Source: an optimization exercise on an open RTL-to-GDS flow (aim: small area and few clock cycles). Production flows keep margins and buffers that such runs may drop. In this exercise RTL edits were held to simulation tests only and were not proved equivalent to the original. No activity file was given, so power comes from the tool's default toggle rates.

==> run a <==
==> flow/design.v <==
package efp_pkg;
   localparam int FRAME_BYTES = 32;
   localparam int POS_RPM     = 13;
   localparam int POS_SENSOR  = 19;
   localparam int NUM_SENSORS = 5;
   localparam int CNT_W       = 6;
   localparam int RPM_X10_W = 20;
   localparam int SCALE_W   = 16;
   localparam int RPM_W     = 28;
   localparam logic [15:0] CRC_INIT = 16'hFFFF;
   localparam logic [15:0] CRC_POLY = 16'hA001;
   localparam logic [7:0]         SENSOR_KEEP = 8'hFF;
   localparam logic [SCALE_W-1:0] SCALE_RESET = 16'd256;
   localparam logic [1:0] STATUS_OK      = 2'd0;
   localparam logic [1:0] STATUS_CRC_ERR = 2'd1;
   localparam logic [1:0] STATUS_LEN_ERR = 2'd2;
   typedef struct packed {
      logic [7:0] rx_byte;
      logic       frame_end;
   } req_item_type;
   typedef struct packed {
      logic [1:0]       frame_status;
      logic [RPM_W-1:0] rpm_value;
      logic [15:0]      voltage_tenths;
      logic [15:0]      current_tenths;
      logic [7:0]       fet_temperature;
      logic [7:0]       bec_temperature;
      logic [7:0]       motor_temperature;
      logic [7:0]       bec_voltage;
      logic [7:0]       bec_current;
   } rsp_item_type;
   typedef struct packed {
      logic                             len_ok;
      logic                             crc_ok;
      logic [15:0]                      rpm;
      logic [15:0]                      voltage;
      logic [15:0]                      current;
      logic [NUM_SENSORS-1:0][7:0]      sensor;
   } frame_info_type;
endpackage
import efp_pkg::*;
module efp_capture (
   input  logic                    clock,
   input  logic                    reset,
   input  logic                    step,
   input  efp_pkg::req_item_type   item,
   input  logic                    rpm_shift,
   output efp_pkg::frame_info_type info
);
   localparam logic [CNT_W-1:0] CNT_LAST    = CNT_W'(FRAME_BYTES - 1);
   localparam logic [CNT_W-1:0] CNT_RPM_LO  = CNT_W'(POS_RPM);
   localparam logic [CNT_W-1:0] CNT_RPM_HI  = CNT_W'(POS_RPM + 1);
   localparam logic [CNT_W-1:0] CNT_FLD_LO  = CNT_W'(POS_RPM + 2);
   localparam logic [CNT_W-1:0] CNT_FLD_HI  = CNT_W'(POS_SENSOR + NUM_SENSORS - 1);
   localparam int               CHAIN       = 4 + NUM_SENSORS;
   logic [CNT_W-1:0]      byte_count_ff;
   logic                  over;
   logic [15:0]           crc_ff, crc_new;
   logic [7:0]            rpm_lo_ff, rpm_hi_ff;
   logic [CHAIN-1:0][7:0] field_ff;
   logic                  at_rpm_lo, at_rpm_hi, in_fld;
   function automatic [15:0] crc16_update(input [15:0] crc, input [7:0] data);
      logic [15:0] c;
      c = crc ^ {8'h00, data};
      for (int i = 0; i < 8; i++) begin
         c = c[0] ? ((c >> 1) ^ CRC_POLY) : (c >> 1);
      end
      crc16_update = c;
   endfunction
   assign over      = byte_count_ff[CNT_W-1];
   assign at_rpm_lo = (byte_count_ff == CNT_RPM_LO);
   assign at_rpm_hi = (byte_count_ff == CNT_RPM_HI);
   assign in_fld    = (byte_count_ff >= CNT_FLD_LO) && (byte_count_ff <= CNT_FLD_HI);
   assign crc_new = crc16_update(crc_ff, item.rx_byte);
   always_ff @(posedge clock) begin
      if (reset) begin
         byte_count_ff <= '0;
         crc_ff        <= CRC_INIT;
      end else if (step) begin
         if (item.frame_end) begin
            byte_count_ff <= '0;
            crc_ff        <= CRC_INIT;
         end else begin
            if (!over) byte_count_ff <= byte_count_ff + 1'b1;
            crc_ff <= crc_new;
         end
      end
   end
   always_ff @(posedge clock) begin
      if (step && at_rpm_lo) begin
         rpm_lo_ff <= item.rx_byte;
      end else if (rpm_shift) begin
         rpm_lo_ff <= {1'b0, rpm_lo_ff[7:1]};
      end
   end
   always_ff @(posedge clock) begin
      if (step) begin
         if (at_rpm_hi) begin
            rpm_hi_ff <= item.rx_byte;
         end
         if (in_fld) begin
            field_ff <= {item.rx_byte, field_ff[CHAIN-1:1]};
         end
      end
   end
   always_comb begin
      info.len_ok  = (byte_count_ff == CNT_LAST);
      info.crc_ok  = (crc_new == 16'h0000);
      info.rpm     = {rpm_hi_ff, rpm_lo_ff};
      info.voltage = {field_ff[1], field_ff[0]};
      info.current = {field_ff[3], field_ff[2]};
      for (int i = 0; i < NUM_SENSORS; i++) begin
         info.sensor[i] = field_ff[4 + i];
      end
   end
endmodule
import efp_pkg::*;
module efp_result (
   input  logic                    clock,
   input  logic                    reset,
   input  logic                    csr_wr_en,
   input  logic [15:0]             csr_wr_data,
   input  logic                    end_step,
   input  efp_pkg::frame_info_type info,
   input  logic                    rsp_ready,
   output logic                    rsp_valid,
   output efp_pkg::rsp_item_type   rsp_item,
   output logic                    busy,
   output logic                    rpm_shift
);
   localparam int ACC_W = SCALE_W + 1;       
   localparam int LOW_W = RPM_W - ACC_W;     
   logic [SCALE_W-1:0]          scale_ff;
   logic [1:0]                  status_ff, status_in;
   logic                        rsp_valid_ff;
   logic                        busy_ff;
   logic [4:0]                  mul_step_ff;
   logic                        mul_hi, mul_done, start;
   logic                        rpm_bit, rpm_d1_ff, rpm_d2_ff, x5_carry_ff, mul_bit;
   logic [ACC_W-1:0]            acc_sum;
   logic [RPM_W-1:0]            last_rpm_ff;
   logic [15:0]                 last_volt_ff;
   logic [15:0]                 last_curr_ff;
   logic [NUM_SENSORS-1:0][7:0] held_ff;
   logic                        frame_ok;
   function automatic [SCALE_W:0] ripple_add(input [SCALE_W-1:0] a, input [SCALE_W-1:0] b);
      logic c;
      c = 1'b0;
      for (int i = 0; i < SCALE_W; i++) begin
         ripple_add[i] = a[i] ^ b[i] ^ c;
         c = (a[i] & b[i]) | (c & (a[i] ^ b[i]));
      end
      ripple_add[SCALE_W] = c;
   endfunction
   always_ff @(posedge clock) begin
      if (reset) begin
         scale_ff <= SCALE_RESET;
      end else if (csr_wr_en) begin
         scale_ff <= csr_wr_data;
      end
   end
   always_comb begin
      if (!info.len_ok) begin
         status_in = STATUS_LEN_ERR;
      end else if (!info.crc_ok) begin
         status_in = STATUS_CRC_ERR;
      end else begin
         status_in = STATUS_OK;
      end
   end
   assign frame_ok = info.len_ok && info.crc_ok;
   assign start    = end_step && frame_ok;
   assign mul_hi    = mul_step_ff[4] || mul_step_ff[3];
   assign rpm_bit   = mul_hi ? last_rpm_ff[0] : info.rpm[0];
   assign mul_bit   = rpm_bit ^ rpm_d2_ff ^ x5_carry_ff;
   assign acc_sum   = ripple_add(last_rpm_ff[RPM_W-1:LOW_W+1], mul_bit ? scale_ff : '0);
   assign mul_done  = busy_ff && mul_step_ff[4] && mul_step_ff[1];
   assign rpm_shift = busy_ff && !mul_hi;
   assign busy      = busy_ff;
   always_ff @(posedge clock) begin
      mul_step_ff <= start ? 5'd0 : mul_step_ff + 1'b1;
      rpm_d1_ff   <= !start && rpm_bit;
      rpm_d2_ff   <= !start && rpm_d1_ff;
      x5_carry_ff <= !start && ((rpm_bit & rpm_d2_ff) | (x5_carry_ff & (rpm_bit ^ rpm_d2_ff)));
   end
   always_ff @(posedge clock) begin
      if (reset) begin
         busy_ff <= 1'b0;
      end else if (start) begin
         busy_ff <= 1'b1;
      end else if (mul_done) begin
         busy_ff <= 1'b0;
      end
   end
   always_ff @(posedge clock) begin
      if (reset) begin
         last_rpm_ff <= '0;
      end else if (start) begin
         last_rpm_ff <= {{(RPM_W-8){1'b0}}, info.rpm[15:8]};
      end else if (busy_ff) begin
         last_rpm_ff[RPM_W-1:LOW_W] <= acc_sum;
         if (mul_hi) begin
            last_rpm_ff[LOW_W-1:0] <= {last_rpm_ff[LOW_W], last_rpm_ff[LOW_W-1:1]};
         end
      end
   end
   always_ff @(posedge clock) begin
      if (reset) begin
         rsp_valid_ff <= 1'b0;
         last_volt_ff <= '0;
         last_curr_ff <= '0;
         held_ff      <= '0;
      end else begin
         rsp_valid_ff <= (end_step && !frame_ok) || mul_done || (rsp_valid_ff && !rsp_ready);
         if (start) begin
            last_volt_ff <= info.voltage;
            last_curr_ff <= info.current;
            for (int i = 0; i < NUM_SENSORS; i++) begin
               if (info.sensor[i] != SENSOR_KEEP) begin
                  held_ff[i] <= info.sensor[i];
               end
            end
         end
      end
   end
   always_ff @(posedge clock) begin
      if (end_step) begin
         status_ff <= status_in;
      end
   end
   assign rsp_valid = rsp_valid_ff;
   always_comb begin
      rsp_item.frame_status      = status_ff;
      rsp_item.rpm_value         = last_rpm_ff;
      rsp_item.voltage_tenths    = last_volt_ff;
      rsp_item.current_tenths    = last_curr_ff;
      rsp_item.fet_temperature   = held_ff[0];
      rsp_item.bec_temperature   = held_ff[1];
      rsp_item.motor_temperature = held_ff[2];
      rsp_item.bec_voltage       = held_ff[3];
      rsp_item.bec_current       = held_ff[4];
   end
endmodule
import efp_pkg::*;
module esc_telemetry_frame_parser_core (
   input  logic                  clock,
   input  logic                  reset,
   input  logic                  req_valid,
   output logic                  req_ready,
   input  efp_pkg::req_item_type req_item,
   output logic                  rsp_valid,
   input  logic                  rsp_ready,
   output efp_pkg::rsp_item_type rsp_item,
   input  logic                  csr_wr_en,
   input  logic [15:0]           csr_wr_data
);
   logic                    accept;
   logic                    busy, rpm_shift;
   efp_pkg::frame_info_type info;
   assign req_ready = !(req_item.frame_end && (busy || (rsp_valid && !rsp_ready)));
   assign accept    = req_valid && req_ready;
   efp_capture u_capture (
      .clock     (clock),
      .reset     (reset),
      .step      (accept),
      .item      (req_item),
      .rpm_shift (rpm_shift),
      .info      (info)
   );
   efp_result u_result (
      .clock       (clock),
      .reset       (reset),
      .csr_wr_en   (csr_wr_en),
      .csr_wr_data (csr_wr_data),
      .end_step    (accept && req_item.frame_end),
      .info        (info),
      .rsp_ready   (rsp_ready),
      .rsp_valid   (rsp_valid),
      .rsp_item    (rsp_item),
      .busy        (busy),
      .rpm_shift   (rpm_shift)
   );
endmodule
import efp_pkg::*;
module esc_telemetry_frame_parser (
   input  logic        clock,
   input  logic        reset,
   input  logic        req_valid,
   output logic        req_ready,
   input  logic [7:0]  req_rx_byte,
   input  logic        req_frame_end,
   output logic        rsp_valid,
   input  logic        rsp_ready,
   output logic [1:0]  rsp_frame_status,
   output logic [27:0] rsp_rpm_value,
   output logic [15:0] rsp_voltage_tenths,
   output logic [15:0] rsp_current_tenths,
   output logic [7:0]  rsp_fet_temperature,
   output logic [7:0]  rsp_bec_temperature,
   output logic [7:0]  rsp_motor_temperature,
   output logic [7:0]  rsp_bec_voltage,
   output logic [7:0]  rsp_bec_current,
   input  logic        csr_wr_en,
   input  logic [15:0] csr_wr_data
);
   efp_pkg::req_item_type req_item;
   efp_pkg::rsp_item_type rsp_item;
   assign req_item.rx_byte   = req_rx_byte;
   assign req_item.frame_end = req_frame_end;
   esc_telemetry_frame_parser_core u_core (
      .clock       (clock),
      .reset       (reset),
      .req_valid   (req_valid),
      .req_ready   (req_ready),
      .req_item    (req_item),
      .rsp_valid   (rsp_valid),
      .rsp_ready   (rsp_ready),
      .rsp_item    (rsp_item),
      .csr_wr_en   (csr_wr_en),
      .csr_wr_data (csr_wr_data)
   );
   assign rsp_frame_status      = rsp_item.frame_status;
   assign rsp_rpm_value         = rsp_item.rpm_value;
   assign rsp_voltage_tenths    = rsp_item.voltage_tenths;
   assign rsp_current_tenths    = rsp_item.current_tenths;
   assign rsp_fet_temperature   = rsp_item.fet_temperature;
   assign rsp_bec_temperature   = rsp_item.bec_temperature;
   assign rsp_motor_temperature = rsp_item.motor_temperature;
   assign rsp_bec_voltage       = rsp_item.bec_voltage;
   assign rsp_bec_current       = rsp_item.bec_current;
endmodule
==> flow/flow/run.sh <==
#!/bin/bash
# Standard layout with two changes: ports are buffered with the smallest
# buffer, and the clock tree uses small buffers with no dummy loads.
set -euo pipefail
export BUFFER_PORTS_ARGS="-buffer_cell sky130_fd_sc_hd__buf_1"
export CTS_ARGS="-sink_clustering_enable -repair_clock_nets -buf_list {sky130_fd_sc_hd__clkbuf_8} -sink_clustering_size 20 -sink_clustering_max_diameter 45 -dont_use_dummy_load"
bash standard.sh > standard.log 2>&1
==> flow/standard.sh <==
#!/bin/bash
# synth_recipe.tcl (not shown) runs the flow's synth.tcl, then flattens the netlist and writes it again
# the make line also repeats each setting of config.mk as NAME=value (left out here)
make -C /OpenROAD-flow-scripts/flow DESIGN_CONFIG=/design/flow/config.mk WORK_HOME=/design/flow/orfs CLKGATE_MAP_FILE= SYNTH_SCRIPT=/design/flow/synth_recipe.tcl "${@:-finish}"
==> flow/config.mk <==
export PLATFORM = sky130hd
export DESIGN_NAME = esc_telemetry_frame_parser
export DESIGN_NICKNAME = esc_telemetry_frame_parser
export VERILOG_FILES = /design/flow/design.v
export SDC_FILE = /design/flow/constraint.sdc
export NUM_CORES = 4
export LEC_CHECK = 0
export CAP_MARGIN = 20
export CORE_MARGIN = 2
export CORE_UTILIZATION = 70
export SLEW_MARGIN = 20
==> flow/constraint.sdc <==
create_clock -name core_clock -period 8.0 [get_ports {clock}]
set_input_delay 1.6000 -clock core_clock [delete_from_list [all_inputs] [get_ports {clock}]]
set_output_delay 1.6000 -clock core_clock [all_outputs]
set_load 0.01 [all_outputs]
==> run b (differences from run a) <==
==> flow/flow/run.sh (replaced) <==
#!/bin/bash
# The standard layout with three changes:
#  - synthesis maps logic with an area-oriented ABC script (flow/abc_area.script);
#    everything else in synthesis, registers included, is the standard one;
#  - ports are buffered with the smallest buffer;
#  - the clock tree uses small buffers and no dummy loads.
set -euo pipefail
HERE=$PWD

# Synthesis script: synth_recipe.tcl, with ORFS's synth.tcl swapped for a copy
# whose ABC call reads flow/abc_area.script.
sed "s|^source \$::env(SCRIPTS_DIR)/synth_preamble.tcl\$|&\nlset abc_args 1 $HERE/flow/abc_area.script|" \
    "$FLOW_HOME/scripts/synth.tcl" > "$HERE/synth_core.tcl"
grep -q "lset abc_args 1" "$HERE/synth_core.tcl"
sed "s|^source \$::env(SCRIPTS_DIR)/synth.tcl\$|source $HERE/synth_core.tcl|" \
    "$HERE/synth_recipe.tcl" > "$HERE/synth_area.tcl"
grep -q "synth_core.tcl" "$HERE/synth_area.tcl"
sed "s|SYNTH_SCRIPT=[^ ]*synth_recipe.tcl|SYNTH_SCRIPT=$HERE/synth_area.tcl|" \
    "$HERE/standard.sh" > "$HERE/standard_area.sh"
grep -q "synth_area.tcl" "$HERE/standard_area.sh"

export BUFFER_PORTS_ARGS="-buffer_cell sky130_fd_sc_hd__buf_1"
export CTS_ARGS="-sink_clustering_enable -repair_clock_nets -buf_list {sky130_fd_sc_hd__clkbuf_16} -sink_clustering_size 32 -sink_clustering_max_diameter 80 -root_buf sky130_fd_sc_hd__clkbuf_4 -tree_buf sky130_fd_sc_hd__clkbuf_4 -dont_use_dummy_load"
bash "$HERE/standard_area.sh" > "$HERE/standard.log" 2>&1
==> flow/flow/abc_area.script (new file) <==
strash
dc2
dch
amap
topo
Settings changed: CORE_UTILIZATION 70 to 80.
==> comparison <==
Worst setup slack: run b is worse than run a (300 ps). Count of clock-buffer cells in the layout: run b is lower than run a (11). Die area: run a is larger than run b (21%). Against run a, the non-clock buffer count of run b is higher by 1. Sequential cell count is the same in run b and run a. Critical path depth is the same in run a and run b. In run a the register-to-register slack is higher than in run b, by 300 ps. In run a the sequential share of layout area is lower than in run b, by 2.1 points.
==> figures <==
Highest clock rate: run b 0.127 GHz; run a 0.132 GHz
Layout Utilization: run b 0.931; run a 0.789
Tap Cells: run b 136; run a 172
CTS root buf: run b clkbuf_4; run a clkbuf_8
Number of buffers created by CTS: run b 11; run a 22
Run status: run b no timing/DRC/antenna violations; run a no timing/DRC/antenna violations
Sequential Power Share: run b 0.659; run a 0.627
Multi-input gate share of the layout cell area: run b 0.291; run a 0.320
Setup Skew: run b 56.3 ps; run a 39.7 ps
Cell-internal power: run b 1.51 mW; run a 1.58 mW
First-pass GRT wire length: run b 36.7 mm; run a 30.4 mm
Data required time at the worst endpoint: run b 8490 ps; run a 8420 ps
Worst slack after detailed placement: run b 380 ps; run a 495 ps
Number of nets in the synthesized netlist: run b 680; run a 870
Count of plain and timing-repair buffers: run b 141; run a 140
Transition time at the pin with the least slew margin: run b 1090 ps; run a 1020 ps
Final worst setup slack: run b 124 ps; run a 424 ps
Number of distinct standard cells referenced by the synthesized netlist: run b 27; run a 42
Testbench counts of run a, summed over its fixed seeds: cycles 16,894.
Testbench counts of run b, summed over its fixed seeds: cycles 16,894.

[separate check: timing with driven ports]
The flow's constraints put no driver on any port. The routed layouts listed below were extracted and timed again, unchanged, in two steps. Step 1 sets driving cells, clkbuf_16 on the clock port and buf_2 on the other inputs (assumed; they add their load-dependent delay and slew). Step 2 also shifts input and output timing later by t, the mid clock arrival at the registers, as if the neighbouring blocks saw the same clock. a / b / c = ideal / step 1 / step 2; a / b = the first two.
run | t (ns) | slack for setup (ns) | worst setup path at the end | latest minus earliest clock arrival (ns) | worst data-port slew with drivers (ns)
run a | 0.544 | 0.424 / 0.424 / 0.424 | register to register | 0.039 / 0.040 | 0.04
run b | 0.607 | 0.124 / 0.124 / 0.124 | register to register | 0.056 / 0.056 | 0.05
After both steps setup and hold are still met in every run listed.
